From an optimization exercise on the open Yosys and OpenROAD flow, aimed at small area, a short achievable clock period and few clock cycles; shortcuts taken in it are not production practice. Only simulation tests tie the RTL to the original design; equivalence was not proved. No activity file was given, so power comes from the tool's default toggle rates.

== run 1 ==
==> flow/design.v <==
`timescale 1ns / 1ps
package tsf_pkg;
  localparam logic [15:0] HEADER_BYTES  = 16'd20;
  localparam logic [7:0]  TS_KIND       = 8'd8;
  localparam int          MIN_REMAIN    = 10;
  localparam logic [3:0]  TS_LAST_INDEX = 4'd9;
  localparam logic [3:0]  TS_VALUE_END  = 4'd5;
  localparam logic [15:0] POS_MAX       = 16'hFFFF;
  localparam logic [16:0] KIND_GAP = 17'(1 + MIN_REMAIN);
  localparam logic [16:0] LEN_GAP  = 17'(MIN_REMAIN - 1);
  localparam int QUEUE_DEPTH = 4;
  localparam int QUEUE_AW    = $clog2(QUEUE_DEPTH);
  typedef enum logic [1:0] {
    PH_WAIT,
    PH_LEN,
    PH_CAPTURE
  } phase_t;
  typedef enum logic [1:0] {
    OUT_NONE,
    OUT_MISS,
    OUT_HIT
  } outcome_t;
  typedef struct packed {
    logic [7:0]  data;
    logic        first;
    logic        last;
    logic [15:0] total_length;
    logic [15:0] pos;
    logic [16:0] pos_len;
    logic        kind_fail;
  } beat_t;
  typedef struct packed {
    logic        found;
    logic [7:0]  option_kind;
    logic [7:0]  option_length;
    logic [31:0] ts_value;
    logic [31:0] ts_echo;
  } result_t;
endpackage
`timescale 1ns / 1ps
module tsf_len_rows
(
  input  logic [15:0] a,
  input  logic [7:0]  d,
  input  logic [15:0] l,
  output logic        k15,
  output logic        ghi,
  output logic        phi,
  output logic        loa,
  output logic        lob
);
  always_comb begin
    logic [15:0] xs;
    logic [15:0] s;
    logic [15:0] k;
    logic [15:0] b;
    logic [15:0] g;
    logic [15:0] pr;
    logic [6:0]  g1, p1;
    logic [3:0]  g2, p2;
    logic [1:0]  g3, p3;
    logic [2:0]  xa, xb;
    logic [2:0]  sa, sb, ka, kb, ba, bb;
    xs = {8'd0, d};
    s  = a ^ xs ^ ~l;
    k  = (a & xs) | (a & ~l) | (xs & ~l);
    b  = {k[14:0], 1'b0};
    g  = s & b;
    pr = s | b;
    for (int m = 0; m < 6; m++) begin
      g1[m] = g[2*m + 4] | (pr[2*m + 4] & g[2*m + 3]);
      p1[m] = pr[2*m + 4] & pr[2*m + 3];
    end
    g1[6] = g[15];
    p1[6] = pr[15];
    for (int m = 0; m < 3; m++) begin
      g2[m] = g1[2*m + 1] | (p1[2*m + 1] & g1[2*m]);
      p2[m] = p1[2*m + 1] & p1[2*m];
    end
    g2[3] = g1[6];
    p2[3] = p1[6];
    for (int m = 0; m < 2; m++) begin
      g3[m] = g2[2*m + 1] | (p2[2*m + 1] & g2[2*m]);
      p3[m] = p2[2*m + 1] & p2[2*m];
    end
    k15 = k[15];
    ghi = g3[1] | (p3[1] & g3[0]);
    phi = p3[1] & p3[0];
    xa  = d[2:0];
    xb  = {d[2], 2'b10};
    sa  = a[2:0] ^ xa ^ ~l[2:0];
    sb  = a[2:0] ^ xb ^ ~l[2:0];
    ka  = (a[2:0] & xa) | (a[2:0] & ~l[2:0]) | (xa & ~l[2:0]);
    kb  = (a[2:0] & xb) | (a[2:0] & ~l[2:0]) | (xb & ~l[2:0]);
    ba  = {ka[1:0], 1'b0};
    bb  = {kb[1:0], 1'b0};
    loa = (sa[2] & ba[2]) | ((sa[2] | ba[2]) & ((sa[1] & ba[1]) | ((sa[1] | ba[1]) & sa[0] & ba[0])));
    lob = (sb[2] & bb[2]) | ((sb[2] | bb[2]) & ((sb[1] & bb[1]) | ((sb[1] | bb[1]) & sb[0] & bb[0])));
  end
endmodule
module tsf_pos_next
(
  input  logic        take,
  input  logic        first,
  input  logic [15:0] pos9,
  input  logic        pos_ovf,
  input  logic [16:0] inc,
  output logic [15:0] pos9_n,
  output logic        pos_ovf_n
);
  assign pos9_n    = !take ? pos9    : first ? 16'd10 : inc[15:0];
  assign pos_ovf_n = !take ? pos_ovf : !first && (pos_ovf || inc[16]);
endmodule
`timescale 1ns / 1ps
module tcp_timestamp_option_finder
(
  input  logic        clk,
  input  logic        rst,
  input  logic        in_valid,
  output logic        in_ready,
  input  logic [7:0]  data_byte,
  input  logic        first_byte,
  input  logic        last_byte,
  input  logic [15:0] total_length,
  output logic        out_valid,
  input  logic        out_ready,
  output logic        found,
  output logic [7:0]  option_kind,
  output logic [7:0]  option_length,
  output logic [31:0] ts_value,
  output logic [31:0] ts_echo
);
  logic        fv;
  logic [7:0]  fd;
  logic        ff;
  logic        fl;
  logic        fk;
  logic        fphi;
  logic        floa;
  logic        flob;
  logic [15:0] pos9;       
  logic        pos_ovf;    
  logic [7:0]  cnt;
  logic        czero;      
  logic        st_len;     
  logic        st_cap;     
  logic        st_done;    
  logic [71:0] res;        
  logic        take;
  logic        ffaild, ffail2;
  logic [16:0] p_inc;
  logic        len_k15, len_ghi, len_phi, len_loa, len_lob;
  logic [15:0] pos9_n;
  logic        pos_ovf_n;
  logic        go;
  logic        harmless;
  logic        e_len, e_cap, e_done, e_wait, e_czero;
  logic        d_le1, d_is8, d_is0;
  logic [7:0]  c;
  logic [7:0]  fx;
  logic        at_start;
  logic        hit, miss, settle;
  logic        len_n, cap_n, done_n, czero_n;
  logic [7:0]  cnt_n;
  logic        res_shift, res_hold;
  logic        fv_n, out_valid_n, settled0, ready_take;
  assign take   = in_valid && in_ready;
  tsf_len_rows u_len_rows (
    .a   (pos9),
    .d   (data_byte),
    .l   (total_length),
    .k15 (len_k15),
    .ghi (len_ghi),
    .phi (len_phi),
    .loa (len_loa),
    .lob (len_lob)
  );
  assign ffaild = fk || (fphi && floa);
  assign ffail2 = fk || (fphi && flob);
  tsf_pos_next u_pos_next (
    .take      (take),
    .first     (first_byte),
    .pos9      (pos9),
    .pos_ovf   (pos_ovf),
    .inc       (p_inc),
    .pos9_n    (pos9_n),
    .pos_ovf_n (pos_ovf_n)
  );
  assign p_inc  = {1'b0, pos9} + 17'd1;
  assign harmless = (st_done && !ff) || (ff && !fl);
  assign go       = fv && (!out_valid || harmless);
  assign e_len   = !ff && st_len;
  assign e_cap   = !ff && st_cap;
  assign e_done  = !ff && st_done;
  assign e_wait  = ff || !(st_len || st_cap || st_done);
  assign e_czero = !ff && czero;
  assign c       = ff ? 8'd20 : cnt;
  assign d_le1   = fd[7:1] == 7'd0;
  assign d_is8   = fd == 8'd8;
  assign d_is0   = fd == 8'd0;
  assign fx      = {fd[7:2], fd[1] | d_le1, fd[0] && !d_le1};
  assign at_start = e_wait && e_czero;
  always_comb begin
    hit     = e_cap && e_czero;
    miss    = (at_start && d_le1 && ffail2) ||
              (e_len && (d_is0 || (d_le1 ? ffail2 : ffaild)));
    len_n   = at_start && !d_le1 && !d_is8;
    cap_n   = (at_start && d_is8) || (e_cap && !e_czero);
    if (e_len)                  cnt_n = fx - 8'd2;
    else if (at_start && d_is8) cnt_n = 8'd8;
    else if (at_start)          cnt_n = 8'd0;
    else                        cnt_n = c - 8'd1;
    if (e_len)                  czero_n = fd[7:2] == 6'd0 && !(fd[1] && fd[0]);   
    else if (at_start)          czero_n = !d_is8;
    else                        czero_n = !ff && cnt == 8'd1;
    if (!e_done && !hit && fl) miss = 1'b1;
  end
  assign settle = (hit || miss) && !e_done;
  assign done_n = e_done || settle;
  assign res_shift = fv && !out_valid && e_cap && (!fl || czero);
  assign res_hold  = !(fv && !out_valid);
  assign fv_n        = take || (fv && !go);
  assign out_valid_n = (go && settle) || (out_valid && !out_ready);
  assign settled0    = st_done && !(go && ff);
  assign ready_take  = (!(out_valid && !out_ready) || (settled0 && !first_byte) ||
                        (first_byte && !last_byte)) && !(first_byte && last_byte);
  always_ff @(posedge clk) begin
    if (rst) begin
      fv        <= 1'b0;
      in_ready  <= 1'b1;
      pos9      <= 16'd9;
      pos_ovf   <= 1'b0;
      cnt       <= 8'd20;
      czero     <= 1'b0;
      st_len    <= 1'b0;
      st_cap    <= 1'b0;
      st_done   <= 1'b0;
      out_valid <= 1'b0;
    end else begin
      fv        <= fv_n;
      in_ready  <= take ? ready_take : (!(fv && !go) || out_ready);
      out_valid <= out_valid_n;
      pos9      <= pos9_n;
      pos_ovf   <= pos_ovf_n;
      if (go) begin
        cnt     <= cnt_n;
        czero   <= czero_n;
        st_len  <= len_n && !done_n;
        st_cap  <= cap_n && !done_n;
        st_done <= done_n;
      end
    end
  end
  always_ff @(posedge clk) begin
    if (take) begin
      fd    <= data_byte;
      ff    <= first_byte;
      fl    <= last_byte;
      fk    <= pos_ovf || len_k15 || len_ghi;
      fphi  <= len_phi;
      floa  <= len_loa;
      flob  <= len_lob;
    end
    res <= ({72{res_shift}} & {res[63:0], fd}) | ({72{res_hold}} & res);
    if (go && settle) found <= hit;
  end
  assign option_kind   = {4'd0, found, 3'd0};
  assign option_length = res[71:64];
  assign ts_value      = res[63:32];
  assign ts_echo       = res[31:0];
endmodule
==> flow/config.mk <==
export PLATFORM = sky130hd
export DESIGN_NAME = tcp_timestamp_option_finder
export DESIGN_NICKNAME = tcp_timestamp_option_finder
export VERILOG_FILES = /design/flow/design.v
export SDC_FILE = /design/flow/constraint.sdc
export NUM_CORES = 4
export LEC_CHECK = 0
export CAP_MARGIN = 20
export CORE_MARGIN = 2
export CORE_UTILIZATION = 60
export CTS_BUF_LIST = sky130_fd_sc_hd__clkbuf_8
export GPL_ROUTABILITY_DRIVEN = 0
export PLACE_DENSITY = 0.75
export SETUP_SLACK_MARGIN = 3.75
export SLEW_MARGIN = 20
==> flow/constraint.sdc <==
create_clock -name core_clock -period 6.0 [get_ports {clk}]
set_input_delay 1.2000 -clock core_clock [delete_from_list [all_inputs] [get_ports {clk}]]
set_output_delay 1.2000 -clock core_clock [all_outputs]
set_load 0.01 [all_outputs]
standard.sh (not shown) runs the stock make flow with config.mk's settings and CLKGATE_MAP_FILE= SYNTH_SCRIPT=/design/flow/synth_recipe.tcl, a recipe that flattens the netlist after the stock synthesis.
==> flow/flow/run.sh <==
#!/bin/bash
# Layout flow: the standard ORFS flow with two changes.
# - Synthesis leaves adders to abc (no ADDER_MAP_FILE): the design's only arithmetic is a
#   bound check written as a carry tree and two counters, which abc maps faster than the
#   full-adder cells. Registers are mapped exactly as in the standard synthesis.
# - The port buffers that placement inserts are plain sky130_fd_sc_hd__buf_1 cells (ORFS
#   otherwise picks a delay buffer).
# Every ORFS step keeps its own log under orfs/logs/; make's output goes to standard.log.
set -euo pipefail
cd "$(dirname "$0")/.."
export ADDER_MAP_FILE=
export BUFFER_PORTS_ARGS="-buffer_cell sky130_fd_sc_hd__buf_1"
bash standard.sh > standard.log 2>&1
Testbench counts of run 1, summed over its fixed seeds: cycles 24,217.
For run 2, these inputs were changed with respect to run 1:
- changing SETUP_SLACK_MARGIN from 3.75 to 3.7
- removing GPL_ROUTABILITY_DRIVEN (formerly 0)
Notes after the runs:
Arrival time at the worst endpoint ends up lower on run 1. Clock network power share down 1.2 points in run 2 wrt run 1. Compared with run 1, in run 2 total setup buffers inserted after CTS has increased, area fraction of clock buffers and clock inverters fell by 0.26 points, clock latency at the later pin of the worst-skew pair has increased. Run 2 against run 1: maximum frequency lower; smallest hold slack essentially unchanged; maximum VDD drop rose by about 1.6%; first-pass GRT wire length increased by about 5% relative to the old numbers. Diff run 1 -> run 2: power lower, sequential power comparable.
Edits applied to the flow inputs when going from run 2 to run 3:
- a change of SETUP_SLACK_MARGIN from 3.7 to 3.85
--- outcome ---
Re quantity of gates resized following cts: run 3 and run 2 aren't equal, and the lower value belongs to run 2.
Looking at run 3 and run 2, the worst clock skew is a wash.
Run 2 -> run 3: first-pass GRT wire length decreased by a few percent
Setup WNS run 2 -> run 3: better
Side by side, arrival time of data at the critical path endpoint turned out higher in run 3 than in run 2.
Design area grows by a little under 10% when moving from run 2 to run 3.
Going from run 2 to run 3, number of vias in the routed layout higher, ratio of total power to cell area lower.
Modified inputs, run 4 compared to run 3
- swapping 3.85 for 3.75 in SETUP_SLACK_MARGIN
- putting TNS_END_PERCENT at 20 where nothing was set
Notes after the runs:
- Run 4: all stages complete, timing, DRC and antenna checks passed
- Run 4 reports its slowest cell on the critical path as or4_4 while run 3 reports or3_4.
- Run 4 gives more net switching share of the total power than run 3 did.
- Looking at launching instance or port of the critical path, the fd[2] result is from run 4; the in_valid one comes from run 3.
- Number of nets in the final layout was lower in the run labelled run 4.
- Taking run 3 as the reference, in run 4 share of post-route cells with drive strength above 1 fell 29 points, layout filler cell count +92, half-perimeter wire length after detailed placement decreased about 0.4%, number of iterations in the first detailed-routing pass -1, count of port buffers added during placement held.
- Sort run 4 and run 3 by global-route wire length before repair, ascending, and run 4 comes first.
- Run 4 vs. run 3: pre-CTS worst setup slack went down by 0.051 ns.
Changes in run 5 relative to run 4:
- removing TNS_END_PERCENT (formerly 20)
==> summary.txt <==
Overall power came out lower on run 5 than on run 4. Looking at capture point of the worst path, the st_cap result is from run 4; the fk one comes from run 5. The final reports for run 5 and run 4 show power density over the cells lower in the former. Sequential-to-total area share from yosys stat came out exactly the same in run 4 and run 5. Run 5 finished every stage and its layout cleared the timing, design-rule and antenna checks. Run comparison: run 5 standard cell with the maximum stage delay on the critical path a2111oi_0; run 4 standard cell with the maximum stage delay on the critical path or4_4. Between run 5 and run 4, the final design instance area without fill does not differ in any meaningful way.

==> afterwards: timing with drivers on the ports <==
Ports are ideal in the flow. The routed layouts listed here were re-timed in OpenROAD. Step 1, drivers: a clkbuf_16 drives clk and a buf_2 each remaining input, both assumed. Step 2 also shifts input and output timing later by t, the mid clock arrival at the registers, as if the neighbouring blocks saw the same clock. a / b / c = no drivers / after step 1 / after step 2; a / b = the first two.
run	shift t [ns]	setup WS [ns]	worst setup path at the end	clock arrival spread, ns	cell pins on the clock port's net
run 1	0.442	3.799 / 3.782 / 3.368	input to register	0.009 / 0.009	1
run 2	0.453	3.748 / 3.726 / 3.302	input to register	0.013 / 0.012	1
run 3	0.442	3.790 / 3.801 / 3.359	input to register	0.012 / 0.012	1
run 4	0.456	3.793 / 3.764 / 3.375	input to register	0.012 / 0.013	1
run 5	0.442	3.799 / 3.782 / 3.368	input to register	0.009 / 0.009	1
After both steps every run listed still meets setup and hold. The setup slack of run 2, which loses most, moves by -0.022 ns with the drivers and by -0.446 ns with both steps.
